From an optimization exercise on the open Yosys and OpenROAD flow, aimed at small area, a short achievable clock period and few clock cycles per item; shortcuts taken in it are not production practice.
In this exercise RTL edits were held to simulation tests only and were not proved equivalent to the original.

==> flow/design.v <==
module tpu_rsqrt_iter_unit #(
  parameter int IN_WIDTH  = 16,
  parameter int IN_FRAC   = 8,
  parameter int OUT_WIDTH = 16,
  parameter int OUT_FRAC  = 11,
  parameter int LUT_BITS  = 6,
  parameter int MAX_ITERS = 3,
  parameter int TAG_WIDTH = 4
) (
  input  logic                           clk,
  input  logic                           rst_n,
  input  logic                           flush,
  input  logic                           in_valid,
  output logic                           in_ready,
  input  logic [IN_WIDTH-1:0]            in_data,
  input  logic                           in_op,
  input  logic [$clog2(MAX_ITERS+1)-1:0] in_iters,
  input  logic [TAG_WIDTH-1:0]           in_tag,
  output logic                           out_valid,
  input  logic                           out_ready,
  output logic [OUT_WIDTH-1:0]           out_data,
  output logic [TAG_WIDTH-1:0]           out_tag,
  output logic                           out_sat,
  output logic                           out_zero,
  output logic                           busy,
  output logic [31:0]                    ops_count,
  output logic [31:0]                    sat_count
);
  localparam int NS = 10;    
  localparam logic [64*19-1:0] TAB_R0 = {19'd263174, 19'd265271, 19'd267419, 19'd269620, 19'd271876, 19'd274190, 19'd276564, 19'd279001, 19'd281503, 19'd284074, 19'd286717, 19'd289434, 19'd292231, 19'd295110, 19'd298076, 19'd301133, 19'd304287, 19'd307541, 19'd310902, 19'd314376, 19'd317969, 19'd321688, 19'd325541, 19'd329536, 19'd333681, 19'd337987, 19'd342463, 19'd347123, 19'd351978, 19'd357043, 19'd362333, 19'd367865, 19'd373658, 19'd379734, 19'd386117, 19'd392833, 19'd399911, 19'd407387, 19'd415298, 19'd423689, 19'd432609, 19'd442118, 19'd452283, 19'd463183, 19'd474911, 19'd487578, 19'd501315, 19'd516283, 19'd373658, 19'd379734, 19'd386117, 19'd392833, 19'd399911, 19'd407387, 19'd415298, 19'd423689, 19'd432609, 19'd442118, 19'd452283, 19'd463183, 19'd474911, 19'd487578, 19'd501315, 19'd516283};
  localparam logic [64*20-1:0] TAB_T1 = {20'd264208, 20'd268435, 20'd272800, 20'd277309, 20'd281969, 20'd286789, 20'd291777, 20'd296941, 20'd302291, 20'd307838, 20'd313593, 20'd319564, 20'd325771, 20'd332221, 20'd338933, 20'd345920, 20'd353205, 20'd360799, 20'd368728, 20'd377015, 20'd385682, 20'd394756, 20'd404269, 20'd414253, 20'd424739, 20'd435772, 20'd447391, 20'd459649, 20'd472597, 20'd486296, 20'd500813, 20'd516222, 20'd532609, 20'd550071, 20'd568719, 20'd588675, 20'd610079, 20'd633103, 20'd657930, 20'd684785, 20'd713922, 20'd745652, 20'd780334, 20'd818399, 20'd860368, 20'd906876, 20'd958697, 20'd1016800, 20'd532609, 20'd550071, 20'd568719, 20'd588675, 20'd610079, 20'd633103, 20'd657930, 20'd684785, 20'd713922, 20'd745652, 20'd780334, 20'd818399, 20'd860368, 20'd906876, 20'd958697, 20'd1016800};
  localparam logic [64*30-1:0] TAB_G = {30'd135348223, 30'd137533439, 30'd139755519, 30'd142069759, 30'd144495615, 30'd146962431, 30'd149494783, 30'd152150015, 30'd154905599, 30'd157724671, 30'd160615423, 30'd163790847, 30'd166870015, 30'd170219519, 30'd173632511, 30'd177274879, 30'd180884479, 30'd184858623, 30'd188948479, 30'd193146879, 30'd197584895, 30'd202268671, 30'd207105023, 30'd212131839, 30'd217558015, 30'd223174655, 30'd229184511, 30'd235433983, 30'd242058239, 30'd249053183, 30'd256461823, 30'd264372223, 30'd272794623, 30'd281753599, 30'd291255295, 30'd301445119, 30'd312470527, 30'd324200447, 30'd336926719, 30'd350658559, 30'd365643775, 30'd381886463, 30'd399632383, 30'd419123199, 30'd440614911, 30'd464396287, 30'd490937343, 30'd520683519, 30'd272794623, 30'd281753599, 30'd291255295, 30'd301445119, 30'd312470527, 30'd324200447, 30'd336926719, 30'd350658559, 30'd365643775, 30'd381886463, 30'd399632383, 30'd419123199, 30'd440614911, 30'd464396287, 30'd490937343, 30'd520683519};
  function automatic logic [37:0] sq19(input logic [18:0] r);
    logic [37:0] s;
    s = '0;
    for (int i = 0; i < 19; i++)
      s = s + ({38{r[i]}} & ((({19'd0, r} >> (i + 1)) << (2*i + 2)) | (38'd1 << (2*i))));
    sq19 = s;
  endfunction
  logic [NS:1] v_q;
  logic        en, accept, out_hs;
  logic [31:0] ops_count_q, sat_count_q;
  logic        out_sat_q;
  assign en       = !(v_q[NS] && !out_ready);
  assign in_ready = rst_n && !flush && en;
  assign accept   = in_valid && in_ready;
  assign out_hs   = v_q[NS] && out_ready && !flush;
  always_ff @(posedge clk or negedge rst_n) begin
    if (!rst_n) begin
      v_q         <= '0;
      ops_count_q <= '0;
      sat_count_q <= '0;
    end else begin
      if (flush)   v_q <= '0;
      else if (en) v_q <= {v_q[NS-1:1], accept};
      ops_count_q <= ops_count_q + (out_hs ? 32'd1 : 32'd0);
      sat_count_q <= sat_count_q + ((out_hs && out_sat_q) ? 32'd1 : 32'd0);
    end
  end
  logic [2:0]  sp;           
  logic [15:0] m_in;
  always_comb begin
    sp = 3'd7;
    for (int p = 0; p < 8; p++)
      if (in_data[2*p +: 2] != 2'b00) sp = 3'(7 - p);
    m_in = in_data << {sp, 1'b0};
  end
  logic [15:0] m_q  [1:NS-1];
  logic [2:0]  sp_q [1:NS-1];
  logic        z_q  [1:NS-1];
  logic        op_q [1:NS-1];
  logic [1:0]  it_q [1:8];
  logic [3:0]  tag_q[1:NS-1];
  always_ff @(posedge clk) begin
    if (en) begin
      m_q[1]   <= m_in;
      sp_q[1]  <= sp;
      z_q[1]   <= (in_data == '0);
      op_q[1]  <= in_op;
      it_q[1]  <= in_iters;
      tag_q[1] <= in_tag;
      for (int k = 2; k <= NS-1; k++) begin
        m_q[k]   <= m_q[k-1];
        sp_q[k]  <= sp_q[k-1];
        z_q[k]   <= z_q[k-1];
        op_q[k]  <= op_q[k-1];
        tag_q[k] <= tag_q[k-1];
      end
      for (int k = 2; k <= 8; k++) it_q[k] <= it_q[k-1];
    end
  end
  logic [5:0]  idx2;
  logic [19:0] t1_q;
  logic [19:0] gh_q;         
  logic [18:0] r0_q;
  assign idx2 = m_q[1][15:10];
  always_ff @(posedge clk) if (en) begin
    t1_q <= TAB_T1[idx2*20 +: 20];
    gh_q <= TAB_G[idx2*30 + 10 +: 20];
    r0_q <= TAB_R0[idx2*19 +: 19];
  end
  logic [29:0] q3;
  logic [13:0] e1_q;
  logic [18:0] r0_q3;
  assign q3 = {gh_q, 10'h3FF} - m_q[2][9:0] * t1_q;    
  always_ff @(posedge clk) if (en) begin
    e1_q  <= q3[29:16];
    r0_q3 <= r0_q;
  end
  logic [37:0] p3;
  logic [18:0] r_q3;
  always_comb begin
    logic [14:0] ex;
    logic [2:0]  g;
    logic [20:0] pp;
    logic        ng;
    ex = {e1_q, 1'b0};
    p3 = {r0_q3, 19'd0};
    for (int k = 0; k < 7; k++) begin
      g = ex[2*k +: 3];
      case (g)
        3'b001, 3'b010: pp = {2'b00, r0_q3};
        3'b011:         pp = {1'b0, r0_q3, 1'b0};
        3'b100:         pp = ~{1'b0, r0_q3, 1'b0};
        3'b101, 3'b110: pp = ~{2'b00, r0_q3};
        default:        pp = '0;
      endcase
      ng = g[2] && !(g[1] && g[0]);
      p3 = p3 + ({17'd0, ~pp[20], pp[19:0]} << (2*k)) + ({37'd0, ng} << (2*k)) - (38'd1 << (20 + 2*k));
    end
  end
  always_ff @(posedge clk) if (en) r_q3 <= (it_q[3] != 2'd0) ? p3[37:19] : r0_q3;
  logic [37:0] sq4;
  logic [19:0] t2_q;
  logic [18:0] r_q4;
  assign sq4 = sq19(r_q3);
  always_ff @(posedge clk) if (en) begin t2_q <= sq4[37:18]; r_q4 <= r_q3; end
  logic [23:0] p5;
  logic [7:0]  y_q;
  logic [18:0] r_q5;
  assign p5 = m_q[5] * t2_q;    
  always_ff @(posedge clk) if (en) begin y_q <= ~p5[23:16]; r_q5 <= r_q4; end
  logic [37:0] n6;
  logic [18:0] r6_d, r_q6;
  assign n6 = {r_q5, 19'd0} + r_q5 * y_q + r_q5;
  always_comb begin
    if (y_q == 8'hFE)      r6_d = r_q5 - 19'd1;    
    else if (y_q == 8'hFF) r6_d = r_q5;            
    else                   r6_d = n6[37:19];
  end
  always_ff @(posedge clk) if (en) r_q6 <= (it_q[6] >= 2'd2) ? r6_d : r_q5;
  logic [37:0] sq7;
  logic [18:0] t3_q, r_q7;
  logic [26:0] mra_q;
  assign sq7 = sq19(r_q6);
  always_ff @(posedge clk) if (en) begin
    t3_q  <= sq7[36:18];
    r_q7  <= r_q6;
    mra_q <= m_q[7][7:0] * r_q6;
  end
  logic [18:0] p8;
  logic [2:0]  y3;
  logic [34:0] mr8;
  logic        dn_d, d1_d, d2_d;              
  logic        dn_q, d1_q, d2_q;
  logic [34:0] mr_q;
  logic [18:0] r_q8;
  assign p8  = m_q[8] * t3_q;    
  assign y3  = ~p8[18:16];       
  logic [26:0] mrb8;
  assign mrb8 = m_q[8][15:8] * r_q7;
  assign mr8 = {8'd0, mra_q} + {mrb8, 8'd0};
  always_comb begin
    dn_d = 1'b0; d1_d = 1'b0; d2_d = 1'b0;
    if (it_q[8] == 2'd3) begin
      case (y3)
        3'd6:    dn_d = 1'b1;                                    
        3'd1:    d1_d = r_q7[18];                                
        3'd2:    if (r_q7 >= 19'd349526) d2_d = 1'b1;            
                 else d1_d = 1'b1;
        default: ;                                               
      endcase
    end
  end
  always_ff @(posedge clk) if (en) begin
    dn_q <= dn_d; d1_q <= d1_d; d2_q <= d2_d;
    mr_q <= mr8;
    r_q8 <= r_q7;
  end
  logic [16:0] q9;
  logic [35:0] a9, b9, c9, w9;
  logic [3:0]  sh9;
  logic [19:0] hi9;
  logic [19:0] o9;
  logic        sat9;
  logic [15:0] out_data_q;
  logic [3:0]  out_tag_q;
  logic        out_zero_q;
  assign q9  = op_q[9] ? {1'b0, m_q[9]} : 17'h10000;
  assign a9  = op_q[9] ? {1'b0, mr_q} : {1'b0, r_q8, 16'd0};
  assign b9  = dn_q ? ~{19'd0, q9} + 36'd1 :
               d1_q ? {19'd0, q9} :
               d2_q ? {18'd0, q9, 1'b0} : 36'd0;
  assign sh9 = op_q[9] ? (4'd3 + {1'b0, sp_q[9]}) : (4'd11 - {1'b0, sp_q[9]});
  assign c9  = 36'd1 << (5'd15 + {1'b0, sh9});
  assign w9  = a9 + b9 + c9;
  assign hi9 = w9[35:16];
  assign o9  = hi9 >> sh9;
  assign sat9 = |o9[19:16];
  always_ff @(posedge clk) if (en) begin
    out_data_q <= z_q[9] ? (op_q[9] ? 16'h0000 : 16'hFFFF) : (sat9 ? 16'hFFFF : o9[15:0]);
    out_tag_q  <= tag_q[9];
    out_sat_q  <= !z_q[9] && sat9;
    out_zero_q <= z_q[9];
  end
  assign out_valid = v_q[NS];
  assign busy      = |v_q;
  assign out_data  = out_data_q;
  assign out_tag   = out_tag_q;
  assign out_sat   = out_sat_q;
  assign out_zero  = out_zero_q;
  assign ops_count = ops_count_q;
  assign sat_count = sat_count_q;
endmodule
==> flow/run.sh <==
#!/bin/bash
# synth_recipe.tcl (not shown) runs the flow's synth.tcl, then flattens the netlist and writes it again
# the make line also repeats each setting of config.mk as NAME=value (left out here)
make -C /OpenROAD-flow-scripts/flow DESIGN_CONFIG=/design/flow/config.mk WORK_HOME=/design/flow/orfs CLKGATE_MAP_FILE= SYNTH_SCRIPT=/design/flow/synth_recipe.tcl finish
==> flow/config.mk <==
export PLATFORM = sky130hd
export DESIGN_NAME = tpu_rsqrt_iter_unit
export DESIGN_NICKNAME = tpu_rsqrt_iter_unit
export VERILOG_FILES = /design/flow/design.v
export SDC_FILE = /design/flow/constraint.sdc
export NUM_CORES = 4
export LEC_CHECK = 0
export CAP_MARGIN = 20
export CORE_MARGIN = 2
export CORE_UTILIZATION = 40
export SLEW_MARGIN = 20
==> flow/constraint.sdc <==
create_clock -name core_clock -period 11.0 [get_ports {clk}]
set_input_delay 2.2000 -clock core_clock [delete_from_list [all_inputs] [get_ports {clk}]]
set_output_delay 2.2000 -clock core_clock [all_outputs]
set_load 0.01 [all_outputs]
==> results.tsv, run 1 <==
stage	metric	value	unit
global_routing	grt_use_total	20.1	%
detailed_routing	detailed_route_wire_length	207000	µm
placed_design	place.gp.congestion	0.908	
floorplanning	die_width	457	µm
detailed_routing	avgRoutedWirePerCell	18.8	µm
timing	timing_hold_violations_final	0	
synth	synth_enable_flop_cells	570	
clock_tree	worstSkewPairLatency	720	ps
synth	cell_with_the_most_instances_after_synthesis	sky130_fd_sc_hd__inv_1	
setup_path	cp-end-kind	flop	
detailed_routing	wl_met2	102000	µm
detailed_routing	num_vias	58500	
clock_tree	cts.root.buffer_cell	sky130_fd_sc_hd__clkbuf_16	
detailed_routing	met3WireLength	9920	µm
detailed_routing	antenna_violating_nets_post_route	0	
detailed_routing	wirelength_met1	89200	µm
setup_path	r2r-start	e1_q[3]	
synth	synthesis.yosys.warnings	7	
detailed_routing	dr.first_iter.drc_count	3927	
synth	synthesis.instances	8414	
cells_and_area	layout-drive-gt1-share	3.29	%
setup_path	worst_ep_arrival_time	8170	ps
placed_design	dpl.hpwl	153000	µm
timing	report.final.slew_viol_count	0	
setup_path	dominant_cell_type_by_count_on_the_critical_path	sky130_fd_sc_hd__fa_1	
synth	syn-cell-area	0.0820	mm²
synth	synth.distinct_cells	86	
synth	flip_flop_cell_with_the_highest_count_after_synthesis	sky130_fd_sc_hd__edfxtp_1	
timing	fmax	0.129	GHz
clock_tree	cts_sinks	644	
timing	finalClockSkew	82.2	ps
cells_and_area	fillCellCount	19500	
setup_path	criticalPathCategory	reg -> reg	
setup_path	reg2reg_slack	3220	ps
detailed_routing	drt_first_pass_iters	6	
setup_path	crit_start	e1_q[3]	
global_routing	first_global_vias	62000	
clock_tree	ctsHtreeMaxLevel	3	
timing	finalSetupTns	0	ps
setup_path	critPathLaunchType	flop	
clock_tree	post_cts_buffers	0	
setup_path	timing.reg2reg.worst_path_depth	21	
clock_tree	cts_tree	yes	
setup_path	timing.critical_path.to	r_q3[18]	
setup_path	crit_slowest_cell	sky130_fd_sc_hd__a2111oi_0	
cells_and_area	area_delta_synth_final	8.01	%
clock_tree	post_cts_resized	0	
detailed_routing	drt_drc_violations_left	0	
synth	post_synthesis_async_set_or_reset_flop_share	11.5	%
run_status	run_status	finished clean	
cells_and_area	design.final.nets	10200	
clock_tree	ctsHoldBuffers	0	
setup_path	crit_path_max_incr_delay	690	ps
timing	report.final.setup_viol	0	
clock_tree	numCtsBuffers	80	
setup_path	required	11390	ps
floorplanning	die_h	457	µm
synth	synth.avg_cell_area	9.74	µm²
setup_path	cp_cell_sequence	buf_4 > nand2_1 > nor2_2 > a22oi_1 > o21ai_0 > fa_1 > fa_1 > fa_1 > fa_1 > ha_1 > a21o_1 > a21o_1 > a211oi_1 > o21ai_0 > o21a_1 > a2111oi_0 > o31ai_1 > o41a_1 > a311oi_1 > xnor2_1 > or2_2	
synth	synth-seq-area-share	23.1	%
timing	rsz0062_at_grt	false	
detailed_routing	avgViaCountPerCell	5.29	
min_path	hold-path-cell-count	0	
global_routing	grt_first_pass_wirelength	338000	µm
floorplanning	design.portCount	117	
cells_and_area	diodes	0	
floorplanning	fp-row-count	166	
setup_path	rr_endpoint	r_q3[18]	
global_routing	grt_antenna_before_repair	2	
global_routing	grt_max_degree	143	
global_routing	remaining_global_route_overflow	0	
clock_tree	clock_path_buffers	3	
synth	synth_area_leaders	sky130_fd_sc_hd__fa_1, sky130_fd_sc_hd__edfxtp_1, sky130_fd_sc_hd__ha_1	
synth	ranking_of_synthesized_cells_by_instance_count	sky130_fd_sc_hd__inv_1, sky130_fd_sc_hd__fa_1, sky130_fd_sc_hd__nand2_1	
min_path	timing.hold.worst.class	reg -> reg	
floorplanning	floorplan.initialDensity	40.2	%
synth	area_leader_netlist	sky130_fd_sc_hd__fa_1	
run	max_cap_viol_count	0	
timing	fin_crit_share	70.7	%
floorplanning	core_area	0.204	mm²
floorplanning	floorplan.die_area	0.209	mm²
synth	fraction_of_synthesized_cell_area_taken_by_the_top_area_cell_type	28.9	%
timing	tightest_slew	1100	ps
timing	max-slew-margin-rel	26.8	%
detailed_routing	top_signal_layer_used	met5	
placed_design	io_buffer_count	116	
timing	min_cycle_time_layout	7780	ps
synth	synth_seq_cells	644	
setup_path	cp_max_fo	29	
clock_tree	cts.reportedPaths.clkPinSlew	60	ps
==> cells in the final DEF, fill, tap and decap left out, drive strengths merged, types with 13 or more instances in the layout <==
| cell type | count |
|---|---|
| a211oi | 42 |
| a21o | 58 |
| a21oi | 250 |
| a221oi | 44 |
| a22oi | 55 |
| a311oi | 18 |
| a31oi | 57 |
| and2 | 772 |
| and3 | 35 |
| buf | 103 |
| clkbuf | 95 |
| clkdlybuf4s50 | 115 |
| clkinv | 36 |
| conb | 13 |
| dfrtp | 74 |
| edfxtp | 570 |
| fa | 1185 |
| ha | 708 |
| inv | 1377 |
| mux2i | 49 |
| nand2 | 1012 |
| nand2b | 27 |
| nand3 | 99 |
| nand4 | 23 |
| nor2 | 316 |
| nor2b | 40 |
| nor3 | 106 |
| nor4 | 23 |
| o211ai | 29 |
| o21a | 46 |
| o21ai | 262 |
| o221ai | 20 |
| o22ai | 18 |
| o31ai | 42 |
| or2 | 15 |
| or3 | 23 |
| xnor2 | 238 |
| xor2 | 162 |
==> worst min path at each step <==
stage | end | slack, ps | start
floorplan | it_q[2][0] | 400 | it_q[1][0]
global placement | m_q[3][11] | 400 | m_q[2][11]
detailed placement | m_q[4][6] | 400 | m_q[3][6]
CTS | tag_q[3][0] | 380 | tag_q[2][0]
global route | m_q[4][6] | 390 | m_q[3][6]
finish | m_q[4][6] | 390 | m_q[3][6]
==> worst max-delay path, delay by kind of cell (launching register included) <==
kind | cells | cell delay (ps)
AOI/OAI and AO/OA | 11 | 3190
xor gates and xnor gates | 1 | 100
adders and majority gates | 5 | 2270
buffers and inverters | 1 | 410
DFF | 1 | 330
and+or+nand+nor | 3 | 1160
==> flip-flops by register name, indices dropped and copies added, names as in the netlist, 20 cells and up <==
signal,count
m_q,144
mr_q,35
mra_q,27
ops_count_q,32
sat_count_q,32
sp_q,27
t2_q,20
tag_q,36
==> routing by layer <==
metal | up-vias | global-route usage, %
met5 | - | 0
met4 | 2 | 6.00
met3 | 329 | 2.57
met2 | 1552 | 34.7
met1 | 29800 | 26.4
li1 | 26800 | -
==> cell families after synthesis <==
logic type,count (synthesis),share of synthesized area (%)
muxes,63,0.900
xor gates and xnor gates,400,4.27
adders and majority gates,1893,39.7
other,2,0.00916
and+or+nand+nor,2527,15.0
AOI/OAI and AO/OA,1081,8.64
DFF,644,23.1
buffers and inverters,1804,8.27
==> per-stage QoR <==
stage | cell area [µm²] | util [%] | hold slack [ps] | cells | worst slack (ps)
finish | 88500 | 43.4 | 386 | 11100 | 3220
global route | 88500 | 43.4 | 387 | 11100 | 2760
CTS | 88500 | 43.4 | 383 | 11000 | 3270
detailed placement | 85700 | 42.0 | 405 | 10900 | 3370
global placement | 85700 | 42.0 | 401 | 10900 | 2880
floorplan | 82000 | - | 400 | 8425 | 1180
==> cell type report <==
type / instances / area [µm²] / share of cell area, %
Clock buffer: 95 / 2090 / 2.36
Tap cell: 2688 / 3360 / 3.80
Multi-Input combinational cell: 5977 / 56300 / 63.6
Sequential cell: 644 / 19000 / 21.4
Timing Repair Buffer: 218 / 1950 / 2.20
Inverter: 1375 / 5180 / 5.85
Clock inverter: 54 / 693 / 0.783
Testbench counts, summed over its fixed seeds: cycles 4,880, items 4,800.
==> run 2: changes to the inputs <==
--- a/flow/config.mk
+++ b/flow/config.mk
@@ -8,4 +8,5 @@
 export CAP_MARGIN = 20
 export CORE_MARGIN = 2
 export CORE_UTILIZATION = 40
+export SETUP_SLACK_MARGIN = 4
 export SLEW_MARGIN = 20
==> run 2 against run 1 <==
Effect of this change:
- first-iteration DRC count up 4.6%
- global-route usage down 0.063 points
- non-clock buffer count up 54
- highest routed layer is now met4
==> results.tsv, run 2 <==
stage	metric	value	unit	change
min_path	hold-path-cell-count	0		unchanged
global_routing	grt_use_total	20.1	%	about the same
synth	area_leader_netlist	sky130_fd_sc_hd__fa_1		unchanged
synth	syn-cell-area	0.0820	mm²	unchanged
clock_tree	ctsHtreeMaxLevel	3		unchanged
run	max_cap_viol_count	0		unchanged
clock_tree	cts.reportedPaths.clkPinSlew	60	ps	about the same
synth	synthesis.yosys.warnings	7		unchanged
synth	synth.distinct_cells	86		unchanged
setup_path	crit_cells	20		was 21
setup_path	worstPathBufferInverterCount	1		unchanged
synth	post_synthesis_async_set_or_reset_flop_share	11.5	%	unchanged
setup_path	timing.reg2reg.worst_path_depth	20		was 21
setup_path	worst_ep_arrival_time	7130	ps	was 8170 ps
min_path	timing.hold.worst.class	reg -> reg		unchanged
cells_and_area	area_delta_synth_final	8.78	%	was 8.01%
synth	synthesis.instances	8414		unchanged
floorplanning	core_area	0.204	mm²	unchanged
detailed_routing	detailed_route_wire_length	209000	µm	was 207000 µm
global_routing	first_global_vias	62000		about the same
floorplanning	floorplan.initialDensity	40.2	%	unchanged
cells_and_area	diodes	0		unchanged
synth	synth_area_leaders	sky130_fd_sc_hd__fa_1, sky130_fd_sc_hd__edfxtp_1, sky130_fd_sc_hd__ha_1		unchanged
setup_path	crit_path_max_incr_delay	580	ps	was 690 ps
timing	fin_crit_share	61.1	%	was 70.7%
clock_tree	cts.root.buffer_cell	sky130_fd_sc_hd__clkbuf_16		unchanged
timing	fmax	0.149	GHz	was 0.129 GHz
detailed_routing	drt_drc_violations_left	0		unchanged
clock_tree	numCtsBuffers	80		unchanged
timing	report.final.slew_viol_count	0		unchanged
detailed_routing	avgRoutedWirePerCell	18.8	µm	about the same
synth	synth.avg_cell_area	9.74	µm²	unchanged
cells_and_area	design.final.nets	10300		was 10200
setup_path	criticalPathCategory	reg -> reg		unchanged
clock_tree	ctsHoldBuffers	0		unchanged
timing	finalSetupTns	0	ps	unchanged
cells_and_area	largest_register_ffs	144		unchanged
cells_and_area	most-common-layout-cells	sky130_fd_sc_hd__inv_1, sky130_fd_sc_hd__fa_1, sky130_fd_sc_hd__nand2_1		unchanged
global_routing	grt_max_degree	178		was 143
synth	synth_enable_flop_cells	570		unchanged
cells_and_area	top_register	m_q		unchanged
setup_path	reg2reg_slack	4280	ps	was 3220 ps
placed_design	dpl_worst_slack	3370	ps	about the same
synth	synth_seq_cells	644		unchanged
timing	timing.final.ws_setup	4280	ps	was 3220 ps
placed_design	dpl.hpwl	151000	µm	was 153000 µm
floorplanning	design.portCount	117		unchanged
placed_design	io_buffer_count	116		unchanged
setup_path	cp-end-kind	flop		unchanged
floorplanning	floorplan.die_area	0.209	mm²	unchanged
run_status	run_status	finished clean		unchanged
synth	flip_flop_cell_with_the_highest_count_after_synthesis	sky130_fd_sc_hd__edfxtp_1		unchanged
detailed_routing	antenna_violating_nets_post_route	0		unchanged
cells_and_area	fillCellCount	19500		about the same
floorplanning	die_h	457	µm	unchanged
cells_and_area	final_common_cell	sky130_fd_sc_hd__inv_1		unchanged
synth	synth-seq-area-share	23.1	%	unchanged
timing	max-slew-margin-rel	30.2	%	was 26.8%
clock_tree	cts_sinks	644		unchanged
timing	min_cycle_time_layout	6720	ps	was 7780 ps
detailed_routing	drt_first_pass_iters	6		unchanged
clock_tree	cts_tree	yes		unchanged
timing	timing_hold_violations_final	0		unchanged
synth	cell_with_the_most_instances_after_synthesis	sky130_fd_sc_hd__inv_1		unchanged
cells_and_area	layout_top_registers	m_q: 144 flops, tag_q: 36 flops, mr_q: 35 flops		unchanged
global_routing	grt_first_pass_wirelength	338000	µm	about the same
setup_path	critPathLaunchType	flop		unchanged
timing	tightest_slew	1050	ps	was 1100 ps
setup_path	cp_cell_sequence	buf_6 > xor2_2 > a22oi_1 > o21ai_1 > fa_1 > fa_1 > fa_1 > fa_1 > ha_1 > a21o_1 > a21o_1 > a211oi_2 > o21ai_0 > o21a_2 > a2111oi_4 > o31ai_2 > o41a_1 > a311oi_2 > xnor2_1 > or2_2		was buf_4 > nand2_1 > nor2_2 > a22oi_1 > o21ai_0 > fa_1 > fa_1 > fa_1 > fa_1 > ha_1 > a21o_1 > a21o_1 > a211oi_1 > o21ai_0 > o21a_1 > a2111oi_0 > o31ai_1 > o41a_1 > a311oi_1 > xnor2_1 > or2_2
timing	report.final.setup_viol	0		unchanged
floorplanning	fp-row-count	166		unchanged
timing	rsz0062_at_grt	true		was false
detailed_routing	dr.first_iter.drc_count	4109		was 3927
setup_path	cp_max_fo	31		was 29
detailed_routing	num_vias	58900		was 58500
synth	fraction_of_synthesized_cell_area_taken_by_the_top_area_cell_type	28.9	%	unchanged
setup_path	dominant_cell_type_by_count_on_the_critical_path	sky130_fd_sc_hd__fa_1		unchanged
timing	finalClockSkew	73.4	ps	was 82.2 ps
global_routing	remaining_global_route_overflow	0		unchanged
clock_tree	worstSkewPairLatency	730	ps	was 720 ps
setup_path	required	11410	ps	was 11390 ps
cells_and_area	layout-drive-gt1-share	4.29	%	was 3.29%
detailed_routing	avgViaCountPerCell	5.31		was 5.29
clock_tree	clock_path_buffers	3		unchanged
synth	ranking_of_synthesized_cells_by_instance_count	sky130_fd_sc_hd__inv_1, sky130_fd_sc_hd__fa_1, sky130_fd_sc_hd__nand2_1		unchanged
setup_path	critical_path.top_delay_family	compound AO/OA/AOI/OAI gates		unchanged
global_routing	grt_antenna_before_repair	1		was 2
floorplanning	die_width	457	µm	unchanged
setup_path	crit_slowest_cell	sky130_fd_sc_hd__fa_1		was sky130_fd_sc_hd__a2111oi_0
placed_design	place.gp.congestion	0.920		was 0.908
-- run 2: through the flow --
step           std cells  hold slack (ps)  util, %  cell area, µm²
6_report           11100              366     43.7           89200
5_1_grt            11100              378     43.7           89200
4_1_cts            11100              370     43.4           88600
3_5_place_dp       10900              405     42.0           85700
3_3_place_gp       10900              401     42.0           85700
2_1_floorplan       8425              400        -           82000
-- run 2: cells by family after synthesis --
kind of cell	after synthesis	synth area share, %
xor gates and xnor gates	400	4.27
AOI/OAI and AO/OA	1081	8.64
other	2	0.00916
buffers and inverters	1804	8.27
DFF	644	23.1
muxes	63	0.900
adders and majority gates	1893	39.7
and+or+nand+nor	2527	15.0
-- run 2: final timing paths --
check,startpoint,endpoint
hold / removal,m_q[4][6],m_q[5][6]
setup reg to reg,e1_q[7],r_q3[18]
setup / recovery,e1_q[7],r_q3[18]
hold reg to reg,m_q[4][6],m_q[5][6]
max in group asynchronous,rst_n,sat_count_q[4]
min in group asynchronous,rst_n,ops_count_q[31]
-- run 2: final cells by class --
class | count | area (µm²) | area share [%]
clock buffers | 99 | 2110 | 2.37
inverters | 1375 | 5190 | 5.82
well taps | 2688 | 3360 | 3.77
repair buffers | 272 | 2490 | 2.79
multi-input cells | 5977 | 56500 | 63.3
flip-flops and latches | 644 | 19000 | 21.3
clock inverters | 50 | 566 | 0.634
-- run 2: what timing repair did --
item / CTS / global route
gates resized for setup: 19 / 34
gates cloned: 0 / 0
endpoints found under the setup margin: 31 / 52
pin swaps: 1 / 3
setup buffers: 8 / 52
-- run 2: routing by layer --
metal  routed length (µm)  GRT usage (%)  vias up
li1                     -              -    27000
met1                90000           26.6    30000
met2               103000           34.6     1586
met3                 9900           2.23      319
met4                 5880           5.62        0
met5                    0              0        -

-- separate check: timing with driven ports --
Ports are ideal in the flow. The routed layouts listed here were re-timed in OpenROAD.
Step 1: set_driving_cell puts a clkbuf_16 on clk and a buf_2 on each other input, an assumption about the parent block.
Step 2 also shifts input and output timing later by t, the mid clock arrival at the registers, as if the neighbouring blocks saw the same clock.
a / b / c = no drivers / after step 1 / after step 2; a / b = the first two.
| run | t (ns) | setup slack, ns | worst setup path at the end | latest minus earliest clock arrival (ns) | worst register clock-pin slew, ns |
|---|---|---|---|---|---|
| run 1 | 0.768 | 3.219 / 3.219 / 3.219 | register to register | 0.087 / 0.087 | 0.07 / 0.07 |
| run 2 | 0.780 | 4.281 / 4.281 / 4.281 | register to register | 0.080 / 0.080 | 0.06 / 0.06 |
After both steps every run listed still meets setup and hold.
